This is an optimization exercise on Yosys and OpenROAD, whose aim is a short achievable clock period and few clock cycles, not a production implementation. Function was checked by simulation only, so behaviour that the tests miss may differ from the original. Power is estimated from default activity; no workload was simulated.

==> design.v <==
`timescale 1ns/100ps
package cpu_isa_pkg;
	typedef enum logic [3:0] {
		NOP     = 4'h0,
		MV_R_C  = 4'h1,
		ADD_R_C = 4'h2,
		SUB_R_C = 4'h3,
		AND_R_C = 4'h4,
		SHR1    = 4'h5,
		JMP     = 4'h6,
		OUT     = 4'h7,
		HALT    = 4'h8
	} opcode_e;
	typedef enum logic [1:0] {
		ALWAYS   = 2'd0,
		IF_ZERO  = 2'd1,
		IF_NZ    = 2'd2,
		IF_CARRY = 2'd3
	} cond_e;
	typedef struct packed {
		opcode_e opcode;
		cond_e cond;
		logic [$clog2(4)-1:0] reg_addr;
		logic [16-1:0] imm;
	} instr_t;
endpackage
`timescale 1ns/100ps
package cpu_ctrl_pkg;
	typedef enum logic {
		IDLE = 1'b0,
		RUN  = 1'b1
	} run_state_e;
	typedef struct packed {
		logic zero;
		logic carry;
	} flags_t;
endpackage
`timescale 1ns/100ps
module apb_prog_loader (
	input  logic CLK,
	input  logic reset,
	input  logic [8-1:0] paddr,
	input  logic psel,
	input  logic penable,
	input  logic pwrite,
	input  logic [31:0] pwdata,
	output logic [31:0] prdata,
	output logic pready,
	output logic pslverr,
	output logic pl_prog_we,
	output logic [5-1:0] pl_prog_addr,
	output logic [24-1:0] pl_prog_wdata,
	output logic pl_start,
	input  logic pl_running,
	input  logic pl_halted,
	input  logic pl_bad_op
);
	logic [8-1:0] prog_off;
	logic ctrl_hit;
	logic status_hit;
	logic prog_hit;
	logic setup;
	logic access;
	logic bad_access;
	assign prog_off = paddr - 8'h80;
	assign ctrl_hit = (paddr == 8'h00);
	assign status_hit = (paddr == 8'h04);
	assign prog_hit = (paddr >= 8'h80) && (prog_off[1:0] == 2'b00)
		&& (prog_off[8-1:2] < 32);
	assign setup = psel & ~penable;
	assign access = psel & penable;
	assign bad_access = ~(ctrl_hit | status_hit | prog_hit)
		| (pwrite & pl_running & (prog_hit | (ctrl_hit & pwdata[0])));
	always_ff @(posedge CLK) begin
		if (reset) begin
			pslverr <= 1'b0;
			prdata <= '0;
		end else begin
			pslverr <= setup & bad_access;
			if (setup) begin
				prdata <= (status_hit & ~pwrite)
					? {29'b0, pl_bad_op, pl_halted, pl_running} : '0;
			end
		end
	end
	assign pready = 1'b1;
	assign pl_prog_we = access & pwrite & prog_hit & ~pslverr;
	assign pl_prog_addr = prog_off[5+1:2];
	assign pl_prog_wdata = pwdata[24-1:0];
	assign pl_start = access & pwrite & ctrl_hit & pwdata[0] & ~pslverr;
endmodule
`timescale 1ns/100ps
module instr_fetch (
	input logic CLK,
	input logic reset,
	input  logic pl_prog_we,
	input  logic [5-1:0] pl_prog_addr,
	input  logic [24-1:0] pl_prog_wdata,
	input  logic pl_start,
	output logic pl_running,
	output logic pl_halted,
	output logic pl_bad_op,
	output cpu_isa_pkg::instr_t bus_instr,
	output logic bus_instr_valid,
	output logic bus_start,
	input  logic bus_stall,
	input  logic bus_jump,
	input  logic [5-1:0] bus_jump_addr,
	input  logic bus_halt,
	input  logic bus_bad_op
);
	logic [24-1:0] prog_mem [32];
	cpu_ctrl_pkg::run_state_e state;
	logic [5-1:0] pc;
	logic advance;
	always_ff @(posedge CLK) begin
		if (pl_prog_we)
			prog_mem[pl_prog_addr] <= pl_prog_wdata;
	end
	assign advance = (state == cpu_ctrl_pkg::RUN) & ~bus_stall & ~bus_jump & ~bus_halt;
	always_ff @(posedge CLK) begin
		if (advance)
			bus_instr <= cpu_isa_pkg::instr_t'(prog_mem[pc]);
	end
	always_ff @(posedge CLK) begin
		if (reset) begin
			state <= cpu_ctrl_pkg::IDLE;
			pc <= '0;
			bus_instr_valid <= 1'b0;
			pl_halted <= 1'b0;
			pl_bad_op <= 1'b0;
		end else if (pl_start) begin
			state <= cpu_ctrl_pkg::RUN;
			pc <= '0;
			bus_instr_valid <= 1'b0;
			pl_halted <= 1'b0;
			pl_bad_op <= 1'b0;
		end else if (state == cpu_ctrl_pkg::RUN) begin
			if (bus_halt) begin
				state <= cpu_ctrl_pkg::IDLE;
				bus_instr_valid <= 1'b0;
				pl_halted <= 1'b1;
				pl_bad_op <= bus_bad_op;
			end else if (bus_jump) begin
				pc <= bus_jump_addr;
				bus_instr_valid <= 1'b0;
			end else if (!bus_stall) begin
				pc <= (pc == 32 - 1) ? '0 : pc + 1'b1;
				bus_instr_valid <= 1'b1;
			end
		end
	end
	assign pl_running = (state == cpu_ctrl_pkg::RUN);
	assign bus_start = pl_start;
endmodule
`timescale 1ns/100ps
module exec_unit (
	input  logic CLK,
	input  logic reset,
	input  cpu_isa_pkg::instr_t bus_instr,
	input  logic bus_instr_valid,
	input  logic bus_start,
	output logic bus_stall,
	output logic bus_jump,
	output logic [5-1:0] bus_jump_addr,
	output logic bus_halt,
	output logic bus_bad_op,
	output logic push,
	output logic [16-1:0] push_data,
	input  logic full
);
	logic [16-1:0] regs [4];
	cpu_ctrl_pkg::flags_t flags;
	logic [16-1:0] src;
	logic [16-1:0] alu_res;
	logic alu_c;
	logic wr_reg;
	logic sets_z;
	logic sets_c;
	logic is_jmp;
	logic is_out;
	logic is_halt;
	logic undefined;
	logic cond_true;
	logic active;
	logic stall;
	logic exec_ok;
	assign src = regs[bus_instr.reg_addr];
	always_comb begin
		case (bus_instr.cond)
			cpu_isa_pkg::ALWAYS:   cond_true = 1'b1;
			cpu_isa_pkg::IF_ZERO:  cond_true = flags.zero;
			cpu_isa_pkg::IF_NZ:    cond_true = ~flags.zero;
			cpu_isa_pkg::IF_CARRY: cond_true = flags.carry;
			default:               cond_true = 1'b0;
		endcase
	end
	always_comb begin
		alu_res = src;
		alu_c = flags.carry;
		wr_reg = 1'b0;
		sets_z = 1'b0;
		sets_c = 1'b0;
		is_jmp = 1'b0;
		is_out = 1'b0;
		is_halt = 1'b0;
		undefined = 1'b0;
		case (bus_instr.opcode)
			cpu_isa_pkg::NOP: begin
			end
			cpu_isa_pkg::MV_R_C: begin
				alu_res = bus_instr.imm;
				wr_reg = 1'b1;
			end
			cpu_isa_pkg::ADD_R_C: begin
				{alu_c, alu_res} = {1'b0, src} + {1'b0, bus_instr.imm};
				wr_reg = 1'b1;
				sets_z = 1'b1;
				sets_c = 1'b1;
			end
			cpu_isa_pkg::SUB_R_C: begin
				{alu_c, alu_res} = {1'b0, src} - {1'b0, bus_instr.imm};
				wr_reg = 1'b1;
				sets_z = 1'b1;
				sets_c = 1'b1;
			end
			cpu_isa_pkg::AND_R_C: begin
				alu_res = src & bus_instr.imm;
				wr_reg = 1'b1;
				sets_z = 1'b1;
			end
			cpu_isa_pkg::SHR1: begin
				{alu_res, alu_c} = {1'b0, src};
				wr_reg = 1'b1;
				sets_z = 1'b1;
				sets_c = 1'b1;
			end
			cpu_isa_pkg::JMP:  is_jmp = 1'b1;
			cpu_isa_pkg::OUT:  is_out = 1'b1;
			cpu_isa_pkg::HALT: is_halt = 1'b1;
			default:           undefined = 1'b1;
		endcase
	end
	assign active = bus_instr_valid & cond_true;
	assign stall = active & is_out & full;
	assign exec_ok = active & ~stall;
	assign bus_stall = stall;
	assign bus_jump = exec_ok & is_jmp;
	assign bus_jump_addr = bus_instr.imm[5-1:0];
	assign bus_halt = exec_ok & (is_halt | undefined);
	assign bus_bad_op = exec_ok & undefined;
	assign push = exec_ok & is_out;
	assign push_data = src;
	always_ff @(posedge CLK) begin
		if (reset) begin
			flags <= '0;
		end else if (bus_start) begin
			flags <= '0;
		end else if (exec_ok) begin
			if (sets_z)
				flags.zero <= (alu_res == '0);
			if (sets_c)
				flags.carry <= alu_c;
		end
	end
	always_ff @(posedge CLK) begin
		if (bus_start) begin
			for (int i = 0; i < 4; i++)
				regs[i] <= '0;
		end else if (exec_ok & wr_reg) begin
			regs[bus_instr.reg_addr] <= alu_res;
		end
	end
endmodule
`timescale 1ns/100ps
module out_stream_buf (
	input  logic CLK,
	input  logic reset,
	input  logic push,
	input  logic [16-1:0] push_data,
	output logic full,
	input  logic out_ready,
	output logic [16-1:0] out_data,
	output logic out_valid
);
	localparam int PTR_W = $clog2(4);
	logic [16-1:0] fifo_mem [4];
	logic [PTR_W-1:0] wr_ptr;
	logic [PTR_W-1:0] rd_ptr;
	logic [PTR_W:0] count;
	logic wr_en;
	logic rd_en;
	assign full = (count == 4);
	assign out_valid = (count != '0);
	assign out_data = fifo_mem[rd_ptr];
	assign wr_en = push & ~full;
	assign rd_en = out_valid & out_ready;
	always_ff @(posedge CLK) begin
		if (wr_en)
			fifo_mem[wr_ptr] <= push_data;
	end
	always_ff @(posedge CLK) begin
		if (reset) begin
			wr_ptr <= '0;
			rd_ptr <= '0;
			count <= '0;
		end else begin
			if (wr_en)
				wr_ptr <= wr_ptr + 1'b1;
			if (rd_en)
				rd_ptr <= rd_ptr + 1'b1;
			case ({wr_en, rd_en})
				2'b10:   count <= count + 1'b1;
				2'b01:   count <= count - 1'b1;
				default: count <= count;
			endcase
		end
	end
endmodule
`timescale 1ns/100ps
module cpu_top (
	input  logic CLK,
	input  logic reset,
	input  logic [8-1:0] paddr,
	input  logic psel,
	input  logic penable,
	input  logic pwrite,
	input  logic [31:0] pwdata,
	output logic [31:0] prdata,
	output logic pready,
	output logic pslverr,
	input  logic out_ready,
	output logic [16-1:0] out_data,
	output logic out_valid
);
	logic push;
	logic [16-1:0] push_data;
	logic full;
	logic pl_prog_we;
	logic [5-1:0] pl_prog_addr;
	logic [24-1:0] pl_prog_wdata;
	logic pl_start;
	logic pl_running;
	logic pl_halted;
	logic pl_bad_op;
	cpu_isa_pkg::instr_t ib_instr;
	logic ib_instr_valid;
	logic ib_start;
	logic ib_stall;
	logic ib_jump;
	logic [5-1:0] ib_jump_addr;
	logic ib_halt;
	logic ib_bad_op;
	apb_prog_loader loader_i (
		.CLK(CLK),
		.reset(reset),
		.paddr(paddr),
		.psel(psel),
		.penable(penable),
		.pwrite(pwrite),
		.pwdata(pwdata),
		.prdata(prdata),
		.pready(pready),
		.pslverr(pslverr),
		.pl_prog_we(pl_prog_we),
		.pl_prog_addr(pl_prog_addr),
		.pl_prog_wdata(pl_prog_wdata),
		.pl_start(pl_start),
		.pl_running(pl_running),
		.pl_halted(pl_halted),
		.pl_bad_op(pl_bad_op)
	);
	instr_fetch fetch_i (
		.CLK(CLK),
		.reset(reset),
		.pl_prog_we(pl_prog_we),
		.pl_prog_addr(pl_prog_addr),
		.pl_prog_wdata(pl_prog_wdata),
		.pl_start(pl_start),
		.pl_running(pl_running),
		.pl_halted(pl_halted),
		.pl_bad_op(pl_bad_op),
		.bus_instr(ib_instr),
		.bus_instr_valid(ib_instr_valid),
		.bus_start(ib_start),
		.bus_stall(ib_stall),
		.bus_jump(ib_jump),
		.bus_jump_addr(ib_jump_addr),
		.bus_halt(ib_halt),
		.bus_bad_op(ib_bad_op)
	);
	exec_unit exec_i (
		.CLK(CLK),
		.reset(reset),
		.bus_instr(ib_instr),
		.bus_instr_valid(ib_instr_valid),
		.bus_start(ib_start),
		.bus_stall(ib_stall),
		.bus_jump(ib_jump),
		.bus_jump_addr(ib_jump_addr),
		.bus_halt(ib_halt),
		.bus_bad_op(ib_bad_op),
		.push(push),
		.push_data(push_data),
		.full(full)
	);
	out_stream_buf obuf_i (
		.CLK(CLK),
		.reset(reset),
		.push(push),
		.push_data(push_data),
		.full(full),
		.out_ready(out_ready),
		.out_data(out_data),
		.out_valid(out_valid)
	);
endmodule
==> run.sh <==
#!/bin/bash
# synth_recipe.tcl (not shown) runs the flow's synth.tcl, then flattens the netlist and writes it again
# the make line also repeats each setting of config.mk as NAME=value (left out here)
make -C /OpenROAD-flow-scripts/flow DESIGN_CONFIG=/design/flow/config.mk WORK_HOME=/design/flow/orfs CLKGATE_MAP_FILE= SYNTH_SCRIPT=/design/flow/synth_recipe.tcl finish
==> config.mk <==
export PLATFORM = sky130hd
export DESIGN_NAME = cpu_top
export DESIGN_NICKNAME = cpu_top
export VERILOG_FILES = /design/flow/design.v
export SDC_FILE = /design/flow/constraint.sdc
export NUM_CORES = 4
export LEC_CHECK = 0
export CAP_MARGIN = 20
export CORE_MARGIN = 2
export CORE_UTILIZATION = 45
export SLEW_MARGIN = 20
==> constraint.sdc <==
create_clock -name core_clock -period 4.5 [get_ports {CLK}]
set_input_delay 0.9000 -clock core_clock [delete_from_list [all_inputs] [get_ports {CLK}]]
set_output_delay 0.9000 -clock core_clock [all_outputs]
set_load 0.01 [all_outputs]
==> impl_metrics.ini, run 1 <==
[place]
portBuffers = 58
dp_hpwl_um = 53700
gp_congestion = 0.910
dpl_worst_slack_ps = 296

[worst_setup_path]
path_cells = buf_4 > mux4_2 > ha_1 > inv_1 > a211oi_2 > o211ai_1 > or3_1 > mux2i_1 > o32ai_2 > nand4_1 > nor4_2 > a31o_1
max_stage_delay_ps = 670
critPathLaunchType = flip-flop
setup.worst_path.end_class = flip-flop
crit_type = flip-flop to flip-flop
critical-path-slowest-cell = mux4_2
required_ps = 5090
cp_max_fo = 9
worstPathArrival_ps = 4820
reg2reg_setup_slack_ps = 260
worst-path-buf-inv = 2
critical-path-top-delay-family = compound AO/OA/AOI/OAI gates

[run_status]
status = complete, no violations

[synthesis]
ys_seq_elements = 944
yosysUniqueCellTypes = 79
synth_area_leaders = edfxtp_1 (71%), mux4_2 (16%), nor2_1 (1.6%)
ys.flop_type = edfxtp_1
syn_area_per_cell_um2 = 19.3
ys_seq_area_frac = 0.719
synthArstFlopShare = 0
synth_edf_count = 920
synth_area_um2 = 39100
syn_inst = 2021
synth_top_area_cell = edfxtp_1
yosysWarnings = 4
netlist.area_leader.share = 0.707

[floorplan]
ios = 97
num_rows = 108
die_h_um = 299
core_area_um2 = 86500
die_w_um = 299
start_util = 0.452
die-area_um2 = 89300

[final_layout]
final_cell_mix = edfxtp_1 (920), mux4_2 (272), nor2_1 (133)
layout.nets = 2246
layout-drive-gt1-share = 0.261
syn2layout_area_growth_pct = 14.1
final_common_cell = edfxtp_1

[cts]
cts_buffers = 96
postCtsSetupBuffers = 0
root_buffer = clkbuf_16
cts_buffer_depth = 3
clock_sinks = 944
cts_tree = done
cts_max_level = 3
clk_latency_ps = 650
path_clk_slew_ps = 60
cts_hold_buf = 0

[power]
netSwitchingFraction = 0.195
pwr-share-comb = 0.010
p_leak_nw = 13.8
ir_worst_vdd_mv = 0.308
power.switching_mw = 3.38
power_density_nw_per_um2 = 389
pwr-share-clk = 0.436
internal_power_mw = 14.0
power_frac_seq = 0.554

[timing]
worstMarginPinSlew_ps = 1110
setup_ws_ps = 264
timing_hold_violations_final = 0
max_slew_margin = 0.257
finalSetupViolCount = 0
drv_slew = 0
final.period_utilization = 0.941
min_period_ps = 4240
skew_ps = 14.4
rsz0062_at_grt = false
fmax_mhz = 236
fin_tns_setup_ps = 0

[route]
routed_wl_um = 94400
drt_iter0_markers = 2232
drtAntennaViolNets = 0
dr_wl_met2_um = 46100
post-route-drc-count = 0
wl_per_cell_um = 27.9
viasPerCell = 5.84
wl_met1_um = 39100
dr_total_vias = 19786
met3_length_um = 6830
routed.top_layer = met5
dr.pass1.iters = 8

[global_route]
antenna_found_initial = 4
grt_max_degree = 56
gr-total-overflow = 0
grt_pass1_wl_um = 137000
grt_pass1_vias = 19861
grt_usage = 0.212

[job]
maxCapViolations = 0

[min_path]
hold_path_class = flip-flop to flip-flop
## tightest hold or removal path, cell delays in order (launching register included)
cell and delay [ps]:
dfxtp_1 350, a21oi_1 50, nor2_1 70
## sequential cells by signal, indices dropped and copies added, names as in the netlist, named ones only
name,flops
obuf_i.fifo_mem,64
loader_i.prdata,3
exec_i.flags,2
fetch_i.bus_instr_valid,1
fetch_i.pc,5
obuf_i.wr_ptr,2
fetch_i.prog_mem,768
obuf_i.rd_ptr,2
obuf_i.count,3
fetch_i.pl_bad_op,1
fetch_i.bus_instr,24
loader_i.pslverr,1
fetch_i.state,1
fetch_i.pl_halted,1
exec_i.regs,64
## area by class of cell
cell class	instances	area, um^2
antenna	2	5.00
clock buffer	118	2530
clock inverter	57	465
fill	6908	41900
inverter	43	161
multi-input combinational	926	10500
sequential	944	28100
tap	1155	1450
timing repair buffer	142	1380
## timing repair
action	CTS	global route
gates resized for setup	0	1
hold endpoints to repair	0	0
setup endpoints to repair	0	1
## final timing paths
check | start | end | cells past startpoint
setup / recovery | fetch_i.bus_instr[16] | exec_i.flags[1] | 12
hold / removal | fetch_i.pl_halted | fetch_i.pl_halted | 2
setup reg to reg | fetch_i.bus_instr[16] | exec_i.flags[1] | 12
hold reg to reg | fetch_i.pl_halted | fetch_i.pl_halted | 2
## per-stage QoR
step | util | instance area (um^2) | hold slack (ps) | instances | total power, mW
2_1_floorplan | - | 39200 | 438 | 2049 | 9.85
3_3_place_gp | 0.481 | 41600 | 475 | 3210 | 9.96
3_5_place_dp | 0.481 | 41600 | 500 | 3210 | 9.98
4_1_cts | 0.516 | 44600 | 514 | 3385 | 17.5
5_1_grt | 0.516 | 44600 | 521 | 3385 | 17.9
6_report | 0.516 | 44600 | 509 | 3387 | 17.4
## cell families after synthesis
logic type,synth area share
adder cells (fa/ha/maj),0.0156
AO/OA/AOI/OAI,0.0320
XOR/XNOR,0.00403
flip-flops,0.719
AND/OR/NAND/NOR,0.0414
other,0.000192
buffers and inverters,0.0218
multiplexers,0.166
## power groups by stage
stage	sequential, mW	combinational (mW)	clock [mW]
after floorplan	9.81	0.0476	0
after global placement	9.81	0.159	0
after detailed placement	9.81	0.171	0
after CTS	9.62	0.171	7.72
after global routing	9.62	0.188	8.06
final	9.62	0.172	7.58
## metal layers
metal,GRT usage,vias up
li1,-,8475
met1,0.294,10394
met2,0.347,758
met3,0.0421,155
met4,0.0581,4
met5,0,-
## cells in the mapped netlist, drive strengths merged (6+ instances only)
library cell / number
a211oi: 11
a21oi: 45
a31oi: 7
and2: 8
buf: 76
clkbuf: 60
dfxtp: 24
edfxtp: 920
ha: 44
inv: 43
mux2: 26
mux2i: 7
mux4: 272
nand2: 45
nand2b: 15
nand3: 19
nand4: 10
nor2: 165
nor2b: 17
nor3: 25
nor4: 6
o211ai: 10
o21a: 6
o21ai: 52
o22ai: 9
or2: 7
or3: 7
xnor2: 8
xor2: 10
Testbench counts, summed over its fixed seeds: cycles 40,546.
==> run 2: changes to the inputs <==
--- a/design.v
+++ b/design.v
@@ -106,6 +106,8 @@
 	input  logic bus_stall,
 	input  logic bus_jump,
 	input  logic [5-1:0] bus_jump_addr,
+	output logic bus_pred,
+	output logic [5-1:0] bus_alt,
 	input  logic bus_halt,
 	input  logic bus_bad_op
 );
@@ -113,14 +115,23 @@
 	cpu_ctrl_pkg::run_state_e state;
 	logic [5-1:0] pc;
 	logic advance;
+	logic [24-1:0] fw;
+	logic fpred;
+	logic [5-1:0] pc_inc;
+	assign fw = prog_mem[pc];
+	assign fpred = (fw[23:20] == 4'h6) & ~fw[18];
+	assign pc_inc = (pc == 32 - 1) ? '0 : pc + 1'b1;
 	always_ff @(posedge CLK) begin
 		if (pl_prog_we)
 			prog_mem[pl_prog_addr] <= pl_prog_wdata;
 	end
 	assign advance = (state == cpu_ctrl_pkg::RUN) & ~bus_stall & ~bus_jump & ~bus_halt;
 	always_ff @(posedge CLK) begin
-		if (advance)
-			bus_instr <= cpu_isa_pkg::instr_t'(prog_mem[pc]);
+		if (advance) begin
+			bus_instr <= cpu_isa_pkg::instr_t'(fw);
+			bus_pred <= fpred;
+			bus_alt <= pc_inc;
+		end
 	end
 	always_ff @(posedge CLK) begin
 		if (reset) begin
@@ -145,7 +156,7 @@
 				pc <= bus_jump_addr;
 				bus_instr_valid <= 1'b0;
 			end else if (!bus_stall) begin
-				pc <= (pc == 32 - 1) ? '0 : pc + 1'b1;
+				pc <= fpred ? fw[5-1:0] : pc_inc;
 				bus_instr_valid <= 1'b1;
 			end
 		end
@@ -160,6 +171,8 @@
 	input  cpu_isa_pkg::instr_t bus_instr,
 	input  logic bus_instr_valid,
 	input  logic bus_start,
+	input  logic bus_pred,
+	input  logic [5-1:0] bus_alt,
 	output logic bus_stall,
 	output logic bus_jump,
 	output logic [5-1:0] bus_jump_addr,
@@ -245,8 +258,8 @@
 	assign stall = active & is_out & full;
 	assign exec_ok = active & ~stall;
 	assign bus_stall = stall;
-	assign bus_jump = exec_ok & is_jmp;
-	assign bus_jump_addr = bus_instr.imm[5-1:0];
+	assign bus_jump = bus_instr_valid & is_jmp & (cond_true ^ bus_pred);
+	assign bus_jump_addr = bus_pred ? bus_alt : bus_instr.imm[5-1:0];
 	assign bus_halt = exec_ok & (is_halt | undefined);
 	assign bus_bad_op = exec_ok & undefined;
 	assign push = exec_ok & is_out;
@@ -351,6 +364,8 @@
 	logic [5-1:0] ib_jump_addr;
 	logic ib_halt;
 	logic ib_bad_op;
+	logic ib_pred;
+	logic [5-1:0] ib_alt;
 	apb_prog_loader loader_i (
 		.CLK(CLK),
 		.reset(reset),
@@ -386,6 +401,8 @@
 		.bus_stall(ib_stall),
 		.bus_jump(ib_jump),
 		.bus_jump_addr(ib_jump_addr),
+		.bus_pred(ib_pred),
+		.bus_alt(ib_alt),
 		.bus_halt(ib_halt),
 		.bus_bad_op(ib_bad_op)
 	);
@@ -398,6 +415,8 @@
 		.bus_stall(ib_stall),
 		.bus_jump(ib_jump),
 		.bus_jump_addr(ib_jump_addr),
+		.bus_pred(ib_pred),
+		.bus_alt(ib_alt),
 		.bus_halt(ib_halt),
 		.bus_bad_op(ib_bad_op),
 		.push(push),
==> run 2 against run 1 <==
Sequential share of layout area hardly changed; flip-flop and latch count is 13 higher; global-route usage is 0.26 points lower; cell area is 1.2% higher; still clean on timing, DRC and antenna; largest power group unchanged; utilization is 0.60 points higher; cell count is 0.56% higher; critical path type unchanged; power is 2.1% higher; wire length is 1.5% lower.
==> impl_metrics.ini, run 2 <==
[run_status]
status = complete, no violations

[final_layout]
syn2layout_area_growth_pct = 15.3
biggestRegsByFlops = fetch_i.prog_mem: 768 flops, exec_i.regs: 64 flops, obuf_i.fifo_mem: 64 flops
layout.nets = 2261
n_antenna_cell = 0
final_cell_mix = edfxtp_1 (926), mux4_2 (272), nor2_1 (123)
layout-drive-gt1-share = 0.266
max_flop_register = fetch_i.prog_mem
largest_reg_flops = 768
final_common_cell = edfxtp_1

[min_path]
hold_path_class = flip-flop to flip-flop

[power]
power_density_nw_per_um2 = 393
p_leak_nw = 14.1
ir_worst_vdd_mv = 0.273

[synthesis]
yosysMostFrequentCell = edfxtp_1
netlist.area_leader.share = 0.710
synth-compound-area-share = 0.0318
synth_edf_count = 926
yosys.area_share.simple = 0.0352
synthArstFlopShare = 0
yosysWarnings = 4
synth_top_area_cell = edfxtp_1
synth_area_um2 = 39200
synth_fa_ha_area_frac = 0.0156
synthMuxAreaShare = 0.167
syn_inst = 1993
ys.flop_type = edfxtp_1
syn_area_per_cell_um2 = 19.6
synth_area_leaders = edfxtp_1 (71%), mux4_2 (16%), dfxtp_1 (1.6%)
ys_seq_area_frac = 0.726
yosysUniqueCellTypes = 73
synth_common_cells = edfxtp_1 (926), mux4_2 (272), nor2_1 (155)
ys_seq_elements = 957
synth_top_family_by_area = multiplexers
synth_xor_area_frac = 0.00380

[route]
routed_wl_um = 93000
drtAntennaViolNets = 0
dr_total_vias = 19726
drt_iter0_markers = 2139
wl_per_cell_um = 27.3
dr.pass1.iters = 8
viasPerCell = 5.79
post-route-drc-count = 0

[timing]
fmax_mhz = 233
worstMarginPinSlew_ps = 1080
timing_hold_violations_final = 0
final.period_utilization = 0.952
skew_ps = 20.8
max_slew_margin = 0.277
min_period_ps = 4280
setup_ws_ps = 216
rsz0062_at_grt = false
drv_slew = 0
fin_tns_setup_ps = 0
finalSetupViolCount = 0

[place]
gp_congestion = 0.910
dpl_worst_slack_ps = 118
portBuffers = 58
dp_hpwl_um = 55900

[floorplan]
die-area_um2 = 89400
num_rows = 108
core_area_um2 = 86500
ios = 97
die_w_um = 299
start_util = 0.453
die_h_um = 299

[global_route]
grt_usage = 0.210
antenna_found_initial = 0
grt_pass1_wl_um = 136000
gr-total-overflow = 0
grt_pass1_vias = 20193
grt_max_degree = 65

[cts]
cts_buffer_depth = 3
cts_buffers = 98
clock_sinks = 957
cts_tree = done
clk_latency_ps = 660
cts_max_level = 3
cts_hold_buf = 0
path_clk_slew_ps = 60
root_buffer = clkbuf_16
cts_resized = 0
postCtsSetupBuffers = 0

[worst_setup_path]
critPathLaunchType = flip-flop
setup.worst_path.end_class = flip-flop
required_ps = 5090
reg2reg_setup_slack_ps = 220
worstPathArrival_ps = 4880
crit_type = flip-flop to flip-flop
cp_max_fo = 8

[job]
maxCapViolations = 0
## run 2: changes by cell type after synthesis, sizes merged, moves of 5 or more
cell | previous run | this run
nand4 | 10 | 3
a21oi | 45 | 34
a21o | 1 | 10
nor2b | 17 | 11
xor2 | 10 | 5
edfxtp | 920 | 926
buf | 76 | 65
nor3 | 25 | 14
nand2 | 45 | 52
a211oi | 11 | 6
o2111ai | 0 | 5
dfxtp | 24 | 31
nor2 | 165 | 155
## run 2: worst paths after layout
path	from	to	depth (start not counted)
hold / removal	fetch_i.pl_halted	fetch_i.pl_halted	2
setup / recovery	flip-flop	exec_i.flags[1]	14
hold reg to reg	fetch_i.pl_halted	fetch_i.pl_halted	2
setup reg to reg	flip-flop	exec_i.flags[1]	14
## run 2: cells by family after synthesis
logic type | after synthesis
flip-flops | 957
multiplexers | 310
AND/OR/NAND/NOR | 302
AO/OA/AOI/OAI | 188
buffers and inverters | 170
adder cells (fa/ha/maj) | 47
XOR/XNOR | 17
other | 2
## run 2: metrics by stage
stage	utilization	cells	total power [mW]	hold slack, ps	area (um^2)
2_1_floorplan	-	2021	9.98	425	39300
3_3_place_gp	0.486	3222	10.1	446	42000
3_5_place_dp	0.486	3222	10.1	453	42000
4_1_cts	0.522	3405	17.9	462	45100
5_1_grt	0.522	3406	18.2	510	45100
6_report	0.522	3406	17.7	464	45100
## run 2: power breakdown
group / switching [mW] / internal (mW) / total (mW)
logic: 0.141 / 0.0381 / 0.179
registers: 0.000866 / 9.74 / 9.74
clock network: 3.33 / 4.48 / 7.81
## run 2: final cells by class
class,count,area [um^2]
sequential,957,28400
timing repair buffer,171,1670
multi-input combinational,894,10300
inverter,46,173
clock inverter,56,460
tap,1155,1450
clock buffer,127,2640
fill,6834,41400
## run 2: critical path, cell delays in order, from the launching register on
cell,delay (ps)
dfxtp_1,550
mux4_2,420
ha_1,200
inv_1,70
fa_1,400
o21ba_2,240
or4_1,480
a31oi_1,270
xnor2_1,160
nor2_1,60
o32ai_1,490
and4_1,330
o2111ai_1,130
and4b_1,290
a31o_1,140
## run 2: routing by layer
layer | GRT usage | share of wire | vias up
li1 | - | - | 8458
met1 | 0.302 | 0.43 | 10439
met2 | 0.342 | 0.49 | 696
met3 | 0.0297 | 0.060 | 133
met4 | 0.0511 | 0.018 | 0
met5 | 0 | 0 | -
Testbench counts of run 2, summed over its fixed seeds: cycles 35,560.
==> run 3: changes to the inputs <==
--- a/config.mk
+++ b/config.mk
@@ -8,4 +8,5 @@
 export CAP_MARGIN = 20
 export CORE_MARGIN = 2
 export CORE_UTILIZATION = 45
+export SETUP_SLACK_MARGIN = 0.5
 export SLEW_MARGIN = 20
==> run 3 against run 2 <==
Critical path depth is 2 lower; die area stayed put; global-route usage is 1.0 points lower; sequential share of layout area is 0.082 points higher; highest routed layer is now met5; largest cell class unchanged; critical path type unchanged; clock skew is 1.1 ps lower; cell area is 0.12% lower; count of clock-buffer cells in the layout is 13 lower; wire length is 4.7% lower; cell count is 0.76% lower; still clean; non-clock buffer count is 12 lower; worst setup slack better by 390 ps.
==> impl_metrics.ini, run 3 <==
[final_layout]
finish.cell_count_without_fillers = 3380
utilization = 0.521
layout.nets = 2245
final_common_cell = edfxtp_1
syn2layout_area_growth_pct = 15.1
max_flop_register = fetch_i.prog_mem
largest_reg_flops = 768
design_area_um2 = 45100
biggestRegsByFlops = fetch_i.prog_mem: 768 flops, exec_i.regs: 64 flops, obuf_i.fifo_mem: 64 flops
final_cell_mix = edfxtp_1 (926), mux4_2 (272), nor2_1 (123)
layout-drive-gt1-share = 0.276

[synthesis]
synth_common_cells = edfxtp_1 (926), mux4_2 (272), nor2_1 (155)
yosysWarnings = 4
netlist.area_leader.share = 0.710
ys.flop_type = edfxtp_1
syn_inst = 1993
synth_edf_count = 926
ys_seq_elements = 957
synthArstFlopShare = 0
synth_top_area_cell = edfxtp_1
synth_area_leaders = edfxtp_1 (71%), mux4_2 (16%), dfxtp_1 (1.6%)
ys_seq_area_frac = 0.726
yosysMostFrequentCell = edfxtp_1
synth_area_um2 = 39200
syn_area_per_cell_um2 = 19.6
yosysUniqueCellTypes = 73

[floorplan]
die_w_um = 299
die-area_um2 = 89400
core_area_um2 = 86500
die_h_um = 299
ios = 97
num_rows = 108
start_util = 0.453

[worst_setup_path]
required_ps = 5100
setup.worst_path.end_class = flip-flop
reg2reg_depth = 12
crit_type = flip-flop to flip-flop
critPathLaunchType = flip-flop
cp_max_fo = 6
rr_endpoint = exec_i.flags[1]
reg2reg_setup_slack_ps = 610
worstPathArrival_ps = 4490

[timing]
skew_ps = 19.7
hold_slack_ps = 468
rsz0062_at_grt = true
timing_hold_violations_final = 0
final.period_utilization = 0.865
setup_ws_ps = 607
min_period_ps = 3890
worstMarginPinSlew_ps = 1090
drv_slew = 0
fmax_mhz = 257
max_slew_margin = 0.269
finalSetupViolCount = 0
fin_tns_setup_ps = 0

[power]
power.switching_mw = 3.39
p_leak_nw = 14.0
power_density_nw_per_um2 = 387
ir_worst_vdd_mv = 0.295
netSwitchingFraction = 0.195
pwr-share-clk = 0.431
pwr-share-comb = 0.011
internal_power_mw = 14.1
power_mw = 17.4
power_frac_seq = 0.558

[global_route]
gr-total-overflow = 0
antenna_found_initial = 6
grt_pass1_wl_um = 132000
grt_usage = 0.200
grt_pass1_vias = 20083
grt_max_degree = 82

[cts]
clk_latency_ps = 650
clock_sinks = 957
cts_buffers = 94
path_clk_slew_ps = 60
cts_hold_buf = 0
root_buffer = clkbuf_16
cts_max_level = 3
cts_buffer_depth = 3
cts_tree = done

[route]
wl_per_cell_um = 26.2
routed_wl_um = 88600
drt_iter0_markers = 1927
post-route-drc-count = 0
dr_total_vias = 19490
drtAntennaViolNets = 0
viasPerCell = 5.77
dr.pass1.iters = 5

[min_path]
holdPathStages = 2
hp-start = fetch_i.pl_halted
hold_path_class = flip-flop to flip-flop
hold_path_end = fetch_i.pl_halted

[place]
dpl_worst_slack_ps = 19.6
portBuffers = 58
placed_area_um2 = 41900
gp_congestion = 0.872
dp_hpwl_um = 54000
place_inst = 3194

[run_status]
status = complete, no violations

[job]
maxCapViolations = 0
-- run 3: cell counts after synthesis --
No cell type changed its count.
-- run 3: final cells by class --
type | instances | area (um^2)
fill | 6781 | 41400
sequential | 957 | 28400
multi-input combinational | 894 | 10400
clock buffer | 114 | 2490
timing repair buffer | 159 | 1650
tap | 1155 | 1450
clock inverter | 54 | 434
inverter | 46 | 173
antenna | 1 | 2.50
-- run 3: cells by family after synthesis --
logic type      synth area share
xor+xnor                 0.00380
fa+ha+maj                 0.0156
buf+inv                   0.0202
mux                        0.167
other cells             0.000192
flops                      0.726
simple gates              0.0352
compound gates            0.0318
-- run 3: what timing repair did --
| action | CTS | global route |
|---|---|---|
| buffers inserted | 6 | 9 |
| setup endpoints to repair | 22 | 18 |
| hold endpoints to repair | 0 | 0 |
| gates resized for setup | 11 | 26 |
| pin swaps | 0 | 4 |
-- run 3: how the worst max path moves through the flow --
stage,from,endpoint,slack [ps],depth (start not counted)
2_1_floorplan,flip-flop,exec_i.flags[1],510,14
4_1_cts,flip-flop,exec_i.regs[1][14],520,14
6_report,flip-flop,exec_i.flags[1],610,12
3_3_place_gp,flip-flop,exec_i.flags[1],60,12
5_1_grt,flip-flop,exec_i.regs[2][15],450,13
3_5_place_dp,flip-flop,exec_i.regs[1][14],20,13
-- run 3: metal layers --
metal,wire length [um],global-route usage,share of wire
met2,44200,0.336,0.50
met5,10,0,0.00011
met3,5210,0.0271,0.059
met1,37700,0.280,0.43
met4,1440,0.0463,0.016
-- run 3: power by group through the flow --
| stage | registers [mW] | logic (mW) | clock network (mW) |
|---|---|---|---|
| 2_1_floorplan | 9.93 | 0.0485 | 0 |
| 3_3_place_gp | 9.93 | 0.172 | 0 |
| 3_5_place_dp | 9.93 | 0.186 | 0 |
| 4_1_cts | 9.74 | 0.186 | 7.67 |
| 5_1_grt | 9.73 | 0.203 | 8.00 |
| 6_report | 9.74 | 0.186 | 7.52 |
-- run 3: worst max-delay path, stage by stage (launching register included) --
cell and delay [ps]:
dfxtp_4 390, mux4_2 410, inv_1 80, ha_1 210
fa_1 490, o21ai_0 80, a2111oi_0 670, o211ai_1 230
nor4bb_1 410, and4_1 310, o2111ai_1 120, and4b_1 320
a31o_1 140
==> run 4: changes to the inputs <==
--- a/config.mk
+++ b/config.mk
@@ -8,5 +8,5 @@
 export CAP_MARGIN = 20
 export CORE_MARGIN = 2
 export CORE_UTILIZATION = 45
-export SETUP_SLACK_MARGIN = 0.5
+export SETUP_SLACK_MARGIN = 2.0
 export SLEW_MARGIN = 20
==> run 4 against run 3 <==
Still clean; non-clock buffer count rose by 169; global-route usage grew 2.5 points; sequential share of layout area shrank 4.8 points; clock skew is 5.0 ps higher; power up 2.3%; synthesized area unchanged; first-iteration DRC count increased by 8.0%; critical endpoint is now exec_i.regs[2][14]; largest power group unchanged; highest routed layer unchanged.
==> impl_metrics.ini, run 4 <==
[route]
wl_per_cell_um = 28.4
drtAntennaViolNets = 0
drt_iter0_markers = 2082
post-route-drc-count = 0
dr.pass1.iters = 6
dr_total_vias = 20960
viasPerCell = 5.88
routed_wl_um = 101000

[synthesis]
synth_xor_area_frac = 0.00380
netlist.area_leader.share = 0.710
syn_inst = 1993
ys.flop_type = edfxtp_1
synth_common_cells = edfxtp_1 (926), mux4_2 (272), nor2_1 (155)
synth-compound-area-share = 0.0318
yosys.area_share.simple = 0.0352
yosysMostFrequentCell = edfxtp_1
synth_top_area_cell = edfxtp_1
synth_top_family_by_area = multiplexers
synth_area_leaders = edfxtp_1 (71%), mux4_2 (16%), dfxtp_1 (1.6%)
yosysWarnings = 4
synthMuxAreaShare = 0.167
synth_edf_count = 926
ys_seq_elements = 957
synth_area_um2 = 39200
synth_fa_ha_area_frac = 0.0156
syn_area_per_cell_um2 = 19.6
ys_seq_area_frac = 0.726
yosysUniqueCellTypes = 73
synthArstFlopShare = 0

[power]
internal_power_mw = 14.3
ir_worst_vdd_mv = 0.335
power_mw = 17.9
pwr-share-comb = 0.011
power.switching_mw = 3.54
pwr-share-clk = 0.444
netSwitchingFraction = 0.198
power_frac_seq = 0.546
p_leak_nw = 15.6
power_density_nw_per_um2 = 366

[worst_setup_path]
setup.worst_path.end_class = flip-flop
required_ps = 4910
rr_endpoint = exec_i.regs[2][14]
critPathLaunchType = flip-flop
worst-path-buf-inv = 1
critical-path-slowest-cell = or4_4
path_cells = mux4_2 > ha_4 > inv_2 > fa_2 > o21ba_4 > or4_4 > a211oi_2 > nor2_2 > a211o_1 > a211o_1 > o32ai_4 > nor2_1
reg2reg_depth = 12
reg2reg_setup_slack_ps = 760
worstPathArrival_ps = 4150
cp_max_fo = 7
worst_path_most_repeated_cell = a211o_1
max_stage_delay_ps = 460
critical-path-top-delay-family = compound AO/OA/AOI/OAI gates
crit_type = flip-flop to flip-flop

[timing]
drv_slew = 0
skew_ps = 24.7
fmax_mhz = 267
fin_tns_setup_ps = 0
worstMarginPinSlew_ps = 1080
rsz0062_at_grt = true
timing_hold_violations_final = 0
min_period_ps = 3740
max_slew_margin = 0.280
final.period_utilization = 0.832
finalSetupViolCount = 0
setup_ws_ps = 756

[floorplan]
core_area_um2 = 86500
ios = 97
num_rows = 108
die-area_um2 = 89400
die_h_um = 299
start_util = 0.453
die_w_um = 299

[final_layout]
final_cell_mix = edfxtp_1 (926), mux4_2 (272), buf_4 (125)
utilization = 0.565
layout-drive-gt1-share = 0.381
fillers = 6460
syn2layout_area_growth_pct = 24.7
largest_reg_flops = 768
max_flop_register = fetch_i.prog_mem
final_common_cell = edfxtp_1
layout.nets = 2420
biggestRegsByFlops = fetch_i.prog_mem: 768 flops, exec_i.regs: 64 flops, obuf_i.fifo_mem: 64 flops

[place]
dp_hpwl_um = 54300
gp_congestion = 0.859
dpl_worst_slack_ps = 202
portBuffers = 58

[min_path]
hp-start = fetch_i.pl_halted
holdPathStages = 2
hold_path_class = flip-flop to flip-flop
hold_path_end = fetch_i.pl_halted

[cts]
cts_max_level = 3
path_clk_slew_ps = 60
cts_tree = done
cts_buffer_depth = 3
clock_sinks = 957
root_buffer = clkbuf_16
clk_latency_ps = 690
cts_hold_buf = 0
cts_buffers = 98

[global_route]
grt_pass1_wl_um = 145000
grt_usage = 0.225
grt_max_degree = 35
grt_pass1_vias = 21278
antenna_found_initial = 6
gr-total-overflow = 0

[job]
maxCapViolations = 0

[run_status]
status = complete, no violations
[run 4: cell counts after synthesis]
Identical to the previous run, type by type.
[run 4: repair_timing]
action                     in CTS  in global routing
gates resized for setup       287                100
pin swaps                      49                 38
setup endpoints to repair    1046                693
gates cloned                   21                 12
setup buffers                 121                 35
[run 4: metrics by stage]
step           hold slack, ps  area (um^2)  cells
3_3_place_gp              465        42200   3192
3_5_place_dp              470        42200   3192
6_report                  476        48800   3564
4_1_cts                   479        47900   3514
5_1_grt                   504        48800   3563
2_1_floorplan             425        40200   2021
[run 4: how the worst max path moves through the flow]
stage          startpoint            endpoint  slack (ps)  depth (start not counted)
2_1_floorplan   flip-flop     exec_i.flags[1]         990                         14
3_3_place_gp    flip-flop  exec_i.regs[0][15]         240                         13
3_5_place_dp    flip-flop  exec_i.regs[0][15]         200                         13
4_1_cts         flip-flop  exec_i.regs[2][14]         780                         12
5_1_grt         flip-flop     exec_i.flags[1]         630                         12
6_report        flip-flop  exec_i.regs[2][14]         760                         12
[run 4: power by group through the flow]
stage / clock, mW / combinational, mW / sequential [mW]
after floorplan: 0 / 0.0586 / 9.93
after global placement: 0 / 0.169 / 9.93
after detailed placement: 0 / 0.180 / 9.93
after CTS: 8.07 / 0.185 / 9.74
after global routing: 8.38 / 0.207 / 9.74
final: 7.92 / 0.191 / 9.74
[run 4: kinds of logic (layout without fill, tap and decap cells)]
logic type / Yosys count / count (layout)
flip-flops: 957 / 957
buffers and inverters: 170 / 554
AO/OA/AOI/OAI: 188 / 188
AND/OR/NAND/NOR: 302 / 304
multiplexers: 310 / 310
adder cells (fa/ha/maj): 47 / 47
other: 2 / 32
XOR/XNOR: 17 / 17
[run 4: layer usage]
layer  vias to the layer above  GRT usage  routed length, um
met4                         4     0.0698               2710
met3                       166     0.0361               7330
met2                       784      0.380              51200
li1                       8815          -                  -
met5                         -          0                 28
met1                     11191      0.302              39800
[run 4: worst reg2reg max path, delay by kind of cell (launching register included)]
family / cells / cell delay [ps]
compound gates: 5 / 1450
fa+ha+maj: 2 / 510
buf+inv: 1 / 40
flops: 1 / 390
mux: 1 / 440
simple gates: 3 / 650
[run 4: area by class of cell]
| type | count | area (um^2) | area share |
|---|---|---|---|
| sequential | 957 | 28500 | 0.583 |
| multi-input combinational | 896 | 11300 | 0.232 |
| timing repair buffer | 328 | 4290 | 0.0879 |
| clock buffer | 125 | 2570 | 0.0527 |
| tap | 1155 | 1450 | 0.0296 |
| clock inverter | 55 | 554 | 0.0114 |
| inverter | 46 | 189 | 0.00387 |
| antenna | 2 | 5.00 | 0.000102 |
==> run 5: changes to the inputs <==
--- a/config.mk
+++ b/config.mk
@@ -8,5 +8,5 @@
 export CAP_MARGIN = 20
 export CORE_MARGIN = 2
 export CORE_UTILIZATION = 45
-export SETUP_SLACK_MARGIN = 2.0
+export SETUP_SLACK_MARGIN = 1.2
 export SLEW_MARGIN = 20
==> run 5 against run 4 <==
Still clean; worst hold slack got worse by 26 ps; sequential share of layout area rose by 3.3 points; critical path depth did not move; wire length fell by 12%; synthesized area did not move; count of clock-buffer cells in the layout rose by 13; via count fell by 5.3%; worst setup slack improved by 30 ps; global-route usage fell by 2.6 points; combinational power fell by 3%; sequential power barely moved; flip-flop and latch count did not move.
==> impl_metrics.ini, run 5 <==
[route]
drt_iter0_markers = 1629
drtAntennaViolNets = 0
wl_per_cell_um = 25.9
dr_total_vias = 19846
post-route-drc-count = 0
routed_wl_um = 89200
dr.pass1.iters = 5
viasPerCell = 5.77

[worst_setup_path]
required_ps = 5100
worstPathArrival_ps = 4310
critPathLaunchType = flip-flop
reg2reg_depth = 12
reg2reg_setup_slack_ps = 790
rr_endpoint = exec_i.flags[1]
cp_max_fo = 5
setup.worst_path.end_class = flip-flop
crit_type = flip-flop to flip-flop
endpoint = exec_i.flags[1]

[place]
gp_congestion = 0.890
portBuffers = 58
dp_hpwl_um = 53200
dpl_worst_slack_ps = 382
placed_area_um2 = 41900

[synthesis]
synth_edf_count = 926
netlist.area_leader.share = 0.710
ys_seq_area_frac = 0.726
ys_seq_elements = 957
yosysMostFrequentCell = edfxtp_1
syn_area_per_cell_um2 = 19.6
syn_inst = 1993
synth_top_area_cell = edfxtp_1
synthArstFlopShare = 0
yosysUniqueCellTypes = 73
synth_area_leaders = edfxtp_1 (71%), mux4_2 (16%), dfxtp_1 (1.6%)
yosysWarnings = 4
synth_top_family_by_area = multiplexers
synth_fa_ha_area_frac = 0.0156
synth-compound-area-share = 0.0318
yosys.area_share.simple = 0.0352
synthMuxAreaShare = 0.167
synth_common_cells = edfxtp_1 (926), mux4_2 (272), nor2_1 (155)
synth_xor_area_frac = 0.00380
ys.flop_type = edfxtp_1
synth_area_um2 = 39200

[timing]
fmax_mhz = 269
final.period_utilization = 0.825
skew_ps = 24.8
setup_ws_ps = 786
fin_tns_setup_ps = 0
worstMarginPinSlew_ps = 1070
min_period_ps = 3710
drv_slew = 0
finalSetupViolCount = 0
timing_hold_violations_final = 0
rsz0062_at_grt = true
max_slew_margin = 0.283

[power]
power.switching_mw = 3.50
power_density_nw_per_um2 = 388
internal_power_mw = 14.4
power_frac_seq = 0.543
ir_worst_vdd_mv = 0.304
p_leak_nw = 14.5
pwr-share-clk = 0.447
netSwitchingFraction = 0.195
pwr-share-comb = 0.010

[cts]
cts_tree = done
cts_buffer_depth = 3
cts_hold_buf = 0
path_clk_slew_ps = 60
clk_latency_ps = 670
clock_sinks = 957
cts_max_level = 3
root_buffer = clkbuf_16
cts_buffers = 99

[floorplan]
die_w_um = 299
die-area_um2 = 89400
start_util = 0.453
ios = 97
core_area_um2 = 86500
num_rows = 108
die_h_um = 299

[run_status]
status = complete, no violations

[job]
maxCapViolations = 0

[final_layout]
largest_reg_flops = 768
syn2layout_area_growth_pct = 18.1
final_common_cell = edfxtp_1
biggestRegsByFlops = fetch_i.prog_mem: 768 flops, exec_i.regs: 64 flops, obuf_i.fifo_mem: 64 flops
layout-drive-gt1-share = 0.318
max_flop_register = fetch_i.prog_mem
final_cell_mix = edfxtp_1 (926), mux4_2 (272), nor2_1 (114)
n_antenna_cell = 0
layout.nets = 2298
design_area_um2 = 46200

[global_route]
grt_pass1_wl_um = 132000
grt_pass1_vias = 20328
grt_usage = 0.199
gr-total-overflow = 0
antenna_found_initial = 3
grt_max_degree = 87

[min_path]
hold_path_class = flip-flop to flip-flop
==> run 5: what timing repair did <==
action	in CTS	in global routing
pin swaps	27	18
resized for setup	79	59
cloned	0	2
buffers inserted	40	22
setup endpoints to repair	91	82
==> run 5: how the worst min path moves through the flow <==
stage | startpoint | endpoint | slack [ps] | cells after the start
detailed placement | fetch_i.pl_halted | fetch_i.pl_halted | 450 | 2
CTS | fetch_i.pl_halted | fetch_i.pl_halted | 460 | 2
floorplan | fetch_i.pl_halted | fetch_i.pl_halted | 430 | 2
global placement | fetch_i.pl_halted | fetch_i.pl_halted | 450 | 2
global route | fetch_i.pl_halted | fetch_i.pl_halted | 490 | 2
finish | fetch_i.pl_halted | fetch_i.pl_halted | 450 | 2
==> run 5: critical path, stage by stage, from the launching register on <==
cell and delay [ps]:
dfxtp_4 370, buf_8 130, mux4_2 620, ha_4 270, o21ba_4 190, or4_4 460
a211oi_2 220, nor2_2 80, a211o_1 300, a211o_1 330, o32ai_4 370, buf_4 170
a31o_1 130
==> run 5: stage by stage <==
step	power [mW]	hold WS, ps	cells	utilization
after floorplan	9.98	425	2021	-
after global placement	10.1	445	3194	0.484
after detailed placement	10.1	448	3194	0.484
after CTS	18.1	457	3417	0.529
after global routing	18.5	488	3442	0.535
final	17.9	451	3442	0.535
==> run 5: final cells by class <==
cell class	instances	area, um^2
clock buffers	138	2710
fillers	6717	40300
flip-flops and latches	957	28500
repair buffers	207	1990
well taps	1155	1450
clock inverters	45	502
multi-input cells	894	11000
inverters	46	178
==> run 5: logic make-up (layout without fill, tap and decap cells) <==
logic type / Yosys count / after routing
other: 2 / 30
DFF: 957 / 957
xor gates and xnor gates: 17 / 17
AOI/OAI and AO/OA: 188 / 188
and+or+nand+nor: 302 / 302
adders and majority gates: 47 / 47
muxes: 310 / 310
buffers and inverters: 170 / 436
==> run 5: routing by layer <==
layer,part of all wire,GRT usage
met5,0,0
met1,0.44,0.286
met2,0.49,0.326
met3,0.052,0.0273
met4,0.018,0.0490
==> run 5: power groups by stage <==
stage,clock [mW],sequential (mW),combinational (mW)
floorplan,0,9.93,0.0486
global placement,0,9.93,0.173
global route,8.52,9.74,0.202
CTS,8.20,9.74,0.188
detailed placement,0,9.93,0.187
finish,8.02,9.74,0.185
==> run 6: changes to the inputs <==
--- a/design.v
+++ b/design.v
@@ -61,7 +61,9 @@
 	logic prog_hit;
 	logic setup;
 	logic access;
-	logic bad_access;
+	logic status_rd;
+	logic err_addr;
+	logic run_only;
 	assign prog_off = paddr - 8'h80;
 	assign ctrl_hit = (paddr == 8'h00);
 	assign status_hit = (paddr == 8'h04);
@@ -69,20 +71,19 @@
 		&& (prog_off[8-1:2] < 32);
 	assign setup = psel & ~penable;
 	assign access = psel & penable;
-	assign bad_access = ~(ctrl_hit | status_hit | prog_hit)
-		| (pwrite & pl_running & (prog_hit | (ctrl_hit & pwdata[0])));
 	always_ff @(posedge CLK) begin
 		if (reset) begin
-			pslverr <= 1'b0;
-			prdata <= '0;
-		end else begin
-			pslverr <= setup & bad_access;
-			if (setup) begin
-				prdata <= (status_hit & ~pwrite)
-					? {29'b0, pl_bad_op, pl_halted, pl_running} : '0;
-			end
+			err_addr <= 1'b0;
+			run_only <= 1'b0;
+			status_rd <= 1'b0;
+		end else if (setup) begin
+			err_addr <= ~(ctrl_hit | status_hit | prog_hit);
+			run_only <= pwrite & (prog_hit | (ctrl_hit & pwdata[0]));
+			status_rd <= status_hit & ~pwrite;
 		end
 	end
+	assign pslverr = err_addr | (run_only & pl_running);
+	assign prdata = {29'b0, {3{status_rd}} & {pl_bad_op, pl_halted, pl_running}};
 	assign pready = 1'b1;
 	assign pl_prog_we = access & pwrite & prog_hit & ~pslverr;
 	assign pl_prog_addr = prog_off[5+1:2];
--- a/config.mk
+++ b/config.mk
@@ -8,5 +8,5 @@
 export CAP_MARGIN = 20
 export CORE_MARGIN = 2
 export CORE_UTILIZATION = 45
-export SETUP_SLACK_MARGIN = 1.2
+export SETUP_SLACK_MARGIN = 1.5
 export SLEW_MARGIN = 20
==> run 6 against run 5 <==
Utilization increased by 0.70 points; critical endpoint unchanged; still clean on timing, DRC and antenna; critical path type unchanged; via count increased by 1.8%; largest power group unchanged; cell count increased by 1.5%; worst setup slack got worse by 92 ps; first-iteration DRC count increased by 12%; sequential power about the same; die area increased by 0.48%; critical path depth increased by 3; maximum frequency decreased by 2.4%; clock power decreased by 3.9%; global-route usage increased by 1.4 points.
==> impl_metrics.ini, run 6 <==
[job]
maxCapViolations = 0

[timing]
rsz0062_at_grt = true
drv_slew = 0
timing_hold_violations_final = 0
worstMarginPinSlew_ps = 1130
fmax_mhz = 263
min_period_ps = 3810
final.period_utilization = 0.846
fin_tns_setup_ps = 0
max_slew_margin = 0.244
finalSetupViolCount = 0
skew_ps = 40.7

[power]
power_mw = 17.6
power_frac_seq = 0.552
ir_worst_vdd_mv = 0.331
power_density_nw_per_um2 = 375
netSwitchingFraction = 0.197
internal_power_mw = 14.1
pwr-share-comb = 0.010
p_leak_nw = 14.8
power.switching_mw = 3.48
pwr-share-clk = 0.437

[worst_setup_path]
critical-path-top-delay-family = compound AO/OA/AOI/OAI gates
critical-path-slowest-cell = mux4_2
critPathLaunchType = flip-flop
required_ps = 5030
path_cells = buf_12 > buf_4 > mux4_2 > buf_6 > ha_4 > nand2b_4 > a2111o_1 > a211oi_2 > o31ai_1 > o311a_1 > a311o_1 > and4b_1 > nand3_1 > and4b_1 > a31o_1
worstPathArrival_ps = 4330
crit_type = flip-flop to flip-flop
worst-path-buf-inv = 3
cp_max_fo = 5
worst_path_most_repeated_cell = and4b_1
max_stage_delay_ps = 560
setup.worst_path.end_class = flip-flop

[cts]
clk_latency_ps = 660
cts_buffer_depth = 3
path_clk_slew_ps = 70
cts_hold_buf = 0
cts_max_level = 3
cts_tree = done
clock_sinks = 956
root_buffer = clkbuf_16
cts_buffers = 100

[global_route]
grt_pass1_vias = 21143
grt_usage = 0.213
grt_max_degree = 105
antenna_found_initial = 7
grt_pass1_wl_um = 139000
gr-total-overflow = 0

[floorplan]
die-area_um2 = 89800
start_util = 0.453
core_area_um2 = 86800
ios = 97
num_rows = 108
die_h_um = 300
die_w_um = 300

[synthesis]
synth_edf_count = 926
ys_seq_area_frac = 0.722
synth_area_leaders = edfxtp_1 (71%), mux4_2 (16%), nor2_1 (1.6%)
synth_top_area_cell = edfxtp_1
ys.flop_type = edfxtp_1
synth_area_um2 = 39300
synthArstFlopShare = 0
yosysWarnings = 4
syn_area_per_cell_um2 = 19.5
netlist.area_leader.share = 0.707
syn_inst = 2019
ys_seq_elements = 956
yosysMostFrequentCell = edfxtp_1
yosysUniqueCellTypes = 79
synth_common_cells = edfxtp_1 (926), mux4_2 (272), nor2_1 (167)

[run_status]
status = complete, no violations

[route]
dr_total_vias = 20200
wl_per_cell_um = 27.2
drtAntennaViolNets = 0
viasPerCell = 5.78
dr.pass1.iters = 5
post-route-drc-count = 0
drt_iter0_markers = 1818
routed_wl_um = 94800

[final_layout]
largest_reg_flops = 768
final_common_cell = edfxtp_1
final_cell_mix = edfxtp_1 (926), mux4_2 (272), nor2_1 (115)
biggestRegsByFlops = fetch_i.prog_mem: 768 flops, exec_i.regs: 64 flops, obuf_i.fifo_mem: 64 flops
design_area_um2 = 47000
layout-drive-gt1-share = 0.337
layout.nets = 2347
max_flop_register = fetch_i.prog_mem
syn2layout_area_growth_pct = 19.4

[place]
placed_area_um2 = 42100
portBuffers = 58
gp_congestion = 0.891
dp_hpwl_um = 53400

[min_path]
hold_path_class = flip-flop to flip-flop
run 6: cell types whose count changed in the layout (fill, tap and decap cells not counted), sizes merged, moves of 5 or more:
cell	delta
a21o	-8
a21oi	+17
and2	+8
buf	+20
bufinv	-5
clkbuf	-18
clkdlybuf4s50	-10
clkinv	+19
dlygate4sd2	+18
nand2b	+5
nor2	+12
nor3	-5
run 6: area by class of cell:
class | instances | area [um^2]
clock buffer | 122 | 2660
timing repair buffer | 236 | 2570
clock inverter | 60 | 420
antenna | 3 | 7.51
inverter | 46 | 179
tap | 1155 | 1450
sequential | 956 | 28400
multi-input combinational | 914 | 11300
fill | 6781 | 39800
run 6: worst min-delay path, cell delays in order, from the launching register on:
cell and delay (ps):
dfxtp_1 310, inv_1 40, a21oi_1 50
run 6: repair_timing:
action | in CTS | in global routing
endpoints found under the setup margin | 240 | 486
cloned | 6 | 0
pin swaps | 63 | 39
setup buffers | 57 | 26
gates resized for setup | 165 | 67
run 6: cells by family (layout without fill, tap and decap cells):
group / count (synthesis) / in the layout / share of synthesized area
and+or+nand+nor: 323 / 323 / 0.0389
muxes: 307 / 307 / 0.165
adders and majority gates: 47 / 47 / 0.0155
DFF: 956 / 956 / 0.722
buffers and inverters: 177 / 464 / 0.0215
other: 2 / 33 / 0.000191
xor gates and xnor gates: 20 / 20 / 0.00445
AOI/OAI and AO/OA: 187 / 187 / 0.0318
run 6: per-layer routing:
layer  wire length, um  global-route usage
met1             39800               0.294
met5                 0                   0
met2             47600               0.360
met4              2430              0.0592
met3              5020              0.0262
run 6: path summary, 6_finish.rpt:
path | start | end | slack (ps) | cells past startpoint
max | flip-flop | exec_i.flags[1] | 690 | 15
min | fetch_i.pl_halted | fetch_i.pl_halted | 440 | 2
max reg2reg | flip-flop | exec_i.flags[1] | 690 | 15
min reg2reg | fetch_i.pl_halted | fetch_i.pl_halted | 440 | 2
run 6: through the flow:
stage | util | hold WS, ps | cells | setup slack (ps)
3_5_place_dp | 0.485 | 441 | 3218 | 222
2_1_floorplan | - | 421 | 2047 | 817
3_3_place_gp | 0.485 | 440 | 3218 | 274
5_1_grt | 0.542 | 477 | 3489 | 571
4_1_cts | 0.536 | 451 | 3463 | 652
6_report | 0.542 | 445 | 3492 | 694
run 6: power by group through the flow:
stage	registers, mW	clock network, mW	logic [mW]
3_5_place_dp	9.92	0	0.179
6_report	9.73	7.71	0.180
5_1_grt	9.73	8.19	0.196
4_1_cts	9.74	7.86	0.180
3_3_place_gp	9.92	0	0.167
2_1_floorplan	9.92	0	0.0519
Testbench counts of run 6, summed over its fixed seeds: cycles 35,394.
==> run 7: changes to the inputs <==
--- a/design.v
+++ b/design.v
@@ -119,16 +119,24 @@
 	logic [24-1:0] fw;
 	logic fpred;
 	logic [5-1:0] pc_inc;
+	logic [24-1:0] w0;
+	logic pred0;
 	assign fw = prog_mem[pc];
 	assign fpred = (fw[23:20] == 4'h6) & ~fw[18];
 	assign pc_inc = (pc == 32 - 1) ? '0 : pc + 1'b1;
+	assign w0 = prog_mem[0];
+	assign pred0 = (w0[23:20] == 4'h6) & ~w0[18];
 	always_ff @(posedge CLK) begin
 		if (pl_prog_we)
 			prog_mem[pl_prog_addr] <= pl_prog_wdata;
 	end
 	assign advance = (state == cpu_ctrl_pkg::RUN) & ~bus_stall & ~bus_jump & ~bus_halt;
 	always_ff @(posedge CLK) begin
-		if (advance) begin
+		if (pl_start) begin
+			bus_instr <= cpu_isa_pkg::instr_t'(w0);
+			bus_pred <= pred0;
+			bus_alt <= 5'(1);
+		end else if (advance) begin
 			bus_instr <= cpu_isa_pkg::instr_t'(fw);
 			bus_pred <= fpred;
 			bus_alt <= pc_inc;
@@ -143,8 +151,8 @@
 			pl_bad_op <= 1'b0;
 		end else if (pl_start) begin
 			state <= cpu_ctrl_pkg::RUN;
-			pc <= '0;
-			bus_instr_valid <= 1'b0;
+			pc <= pred0 ? w0[5-1:0] : 5'(1);
+			bus_instr_valid <= 1'b1;
 			pl_halted <= 1'b0;
 			pl_bad_op <= 1'b0;
 		end else if (state == cpu_ctrl_pkg::RUN) begin
--- a/config.mk
+++ b/config.mk
@@ -8,5 +8,5 @@
 export CAP_MARGIN = 20
 export CORE_MARGIN = 2
 export CORE_UTILIZATION = 45
-export SETUP_SLACK_MARGIN = 1.5
+export SETUP_SLACK_MARGIN = 1.2
 export SLEW_MARGIN = 20
==> run 7 against run 6 <==
Clock power up 3.2%; power up 1.4%; maximum frequency about the same; die area up 1.4%; register-to-register slack about the same; combinational power about the same; clock skew down 12 ps; global-route usage up 0.92 points; count of clock-buffer cells in the layout up 9; cell area up 0.53%; via count up 5.1%.
==> impl_metrics.ini, run 7 <==
[run_status]
status = complete, no violations

[synthesis]
synth_top_area_cell = edfxtp_1
ys.flop_type = edfxtp_1
synth_edf_count = 921
syn_area_per_cell_um2 = 18.7
yosysMostFrequentCell = edfxtp_1
yosysWarnings = 4
synth_common_cells = edfxtp_1 (921), mux4_2 (262), nor2_1 (175)
ys_seq_area_frac = 0.710
netlist.area_leader.share = 0.693
synth_area_leaders = edfxtp_1 (69%), mux4_2 (15%), dfxtp_1 (1.8%)
syn_inst = 2133
ys_seq_elements = 956
synthArstFlopShare = 0
yosysUniqueCellTypes = 83
synth_area_um2 = 39900

[cts]
cts_buffers = 98
cts_buffer_depth = 3
path_clk_slew_ps = 60
clk_latency_ps = 670
clock_sinks = 956
root_buffer = clkbuf_16
cts_max_level = 3
cts_tree = done
cts_hold_buf = 0

[worst_setup_path]
critPathLaunchType = flip-flop
max_stage_delay_ps = 580
worst_path_most_repeated_cell = buf_4
crit_type = flip-flop to flip-flop
required_ps = 5120
reg2reg_setup_slack_ps = 700
setup.worst_path.end_class = flip-flop
worstPathArrival_ps = 4420
path_cells = buf_12 > mux4_2 > inv_2 > ha_4 > fa_2 > nor2b_2 > o31a_1 > a211oi_4 > mux2_4 > o32ai_4 > nand3_2 > nor4b_4 > buf_4 > nand4_1 > buf_4 > nand2_1
cp_max_fo = 7
critical-path-slowest-cell = mux4_2

[route]
routed_wl_um = 100000
wl_per_cell_um = 27.8
drtAntennaViolNets = 0
drt_iter0_markers = 2207
dr.pass1.iters = 6
post-route-drc-count = 0
dr_total_vias = 21234
viasPerCell = 5.89

[floorplan]
die-area_um2 = 91100
ios = 97
start_util = 0.453
core_area_um2 = 88100
die_w_um = 302
num_rows = 109
die_h_um = 302

[timing]
drv_slew = 0
max_slew_margin = 0.256
skew_ps = 28.7
fmax_mhz = 263
fin_tns_setup_ps = 0
finalSetupViolCount = 0
timing_hold_violations_final = 0
worstMarginPinSlew_ps = 1110
rsz0062_at_grt = true
final.period_utilization = 0.845
min_period_ps = 3800

[place]
gp_congestion = 0.886
dp_hpwl_um = 60800
placed_area_um2 = 42900
place_inst = 3365
portBuffers = 58

[power]
ir_worst_vdd_mv = 0.319
netSwitchingFraction = 0.195
power_density_nw_per_um2 = 378
p_leak_nw = 14.9
pwr-share-clk = 0.445
power.switching_mw = 3.48
power_frac_seq = 0.544
internal_power_mw = 14.4
pwr-share-comb = 0.010

[final_layout]
max_flop_register = fetch_i.prog_mem
syn2layout_area_growth_pct = 18.3
layout-drive-gt1-share = 0.309
n_antenna_cell = 0
layout.nets = 2452
biggestRegsByFlops = fetch_i.prog_mem: 768 flops, exec_i.regs: 64 flops, obuf_i.fifo_mem: 64 flops
largest_reg_flops = 768
utilization = 0.536
design_area_um2 = 47200
final_common_cell = edfxtp_1
final_cell_mix = edfxtp_1 (921), mux4_2 (262), buf_4 (139)
finish.cell_count_without_fillers = 3605

[job]
maxCapViolations = 0

[global_route]
grt_pass1_vias = 21332
gr-total-overflow = 0
grt_max_degree = 85
grt_usage = 0.222
grt_pass1_wl_um = 145000
antenna_found_initial = 2

[min_path]
hold_path_class = flip-flop to flip-flop
[run 7: changes by cell type after synthesis, moves of 8 or more]
cell     before  now
buf_1         6   14
mux2_2       27    8
mux2i_1       8   40
mux4_1        0   10
mux4_2      272  262
nand2_1      49   73
nor2_1      167  175
nor3_1        7   22
o21ai_0      48   27
o21ai_1       0   20
or3_1         7   17
[run 7: critical path: cells and delay by family (launching register included)]
family,cells,cell delay [ps]
adders and majority gates,2,360
DFF,1,340
buffers and inverters,4,570
and+or+nand+nor,5,600
muxes,2,920
AOI/OAI and AO/OA,3,940
[run 7: metrics by stage]
step | hold slack [ps] | worst slack [ps] | power (mW)
2_1_floorplan | 435 | 1070 | 9.97
3_3_place_gp | 466 | 225 | 10.1
3_5_place_dp | 450 | 251 | 10.1
4_1_cts | 469 | 606 | 18.0
5_1_grt | 482 | 568 | 18.4
6_report | 470 | 696 | 17.9
[run 7: area by class of cell]
cell class / count / area [um^2]
well taps: 1165 / 1460
repair buffers: 241 / 2380
multi-input cells: 1013 / 11700
clock inverters: 50 / 482
fillers: 6909 / 40900
flip-flops and latches: 956 / 28400
clock buffers: 131 / 2670
inverters: 49 / 184
[run 7: what timing repair did]
action / 4_1_cts / 5_1_grt
gates resized for setup: 75 / 65
setup endpoints to repair: 175 / 108
gates cloned: 0 / 2
pin swaps: 27 / 27
buffers inserted: 37 / 20
[run 7: path summary, 6_finish.rpt]
kind,startpoint,end,cells past startpoint
hold reg to reg,exec_i.flags[1],exec_i.flags[1],2
hold / removal,exec_i.flags[1],exec_i.flags[1],2
setup / recovery,flip-flop,exec_i.flags[1],16
setup reg to reg,flip-flop,exec_i.flags[1],16
[run 7: power by group through the flow]
| stage | Combinational (mW) | Clock (mW) | Sequential, mW |
|---|---|---|---|
| finish | 0.183 | 7.96 | 9.73 |
| global placement | 0.172 | 0 | 9.92 |
| global route | 0.202 | 8.45 | 9.72 |
| floorplan | 0.0505 | 0 | 9.92 |
| CTS | 0.185 | 8.10 | 9.73 |
| detailed placement | 0.184 | 0 | 9.92 |
[run 7: cell families after synthesis]
| family | after synthesis | share of synthesized area |
|---|---|---|
| flip-flops | 956 | 0.710 |
| AND/OR/NAND/NOR | 394 | 0.0466 |
| multiplexers | 321 | 0.167 |
| AO/OA/AOI/OAI | 207 | 0.0342 |
| buffers and inverters | 192 | 0.0232 |
| adder cells (fa/ha/maj) | 47 | 0.0153 |
| XOR/XNOR | 14 | 0.00307 |
| other | 2 | 0.000188 |
[run 7: routing by layer]
layer,up-vias,global-route usage,share of wire
met4,2,0.0609,0.021
met3,135,0.0297,0.066
met1,11241,0.310,0.41
met2,805,0.370,0.50
met5,-,0,0.00013
li1,9051,-,-
Testbench counts of run 7, summed over its fixed seeds: cycles 35,240.

-- what the ideal ports hide --
The flow's constraints put no driver on any port. The routed layouts listed below were extracted and timed again, unchanged, in two steps. Step 1 assumes that a clkbuf_16 drives the clock port and a buf_2 every other input. Step 2 times the ports against the registers' clock, not the clock port: input delays grow and output delays shrink by t, the midpoint of the rising clock arrivals with the driver on. Three values: ideal ports, drivers, drivers and shift; two values: the first two.
run | shift t [ns] | setup WS [ns] | latest minus earliest clock arrival (ns)
run 1 | 0.712 | 0.264 / 0.264 / 0.264 | 0.017 / 0.017
run 2 | 0.711 | 0.216 / 0.216 / 0.216 | 0.021 / 0.022
run 3 | 0.706 | 0.607 / 0.607 / 0.450 | 0.021 / 0.021
run 4 | 0.734 | 0.756 / 0.756 / 0.756 | 0.032 / 0.033
run 5 | 0.722 | 0.786 / 0.786 / 0.541 | 0.026 / 0.025
run 6 | 0.704 | 0.694 / 0.694 / 0.694 | 0.041 / 0.042
run 7 | 0.727 | 0.696 / 0.696 / 0.494 | 0.032 / 0.032
After both steps setup and hold are still met in every run listed. For run 5, which loses most, drivers alone change the setup slack by 0.000 ns; drivers and shift together by -0.245 ns.
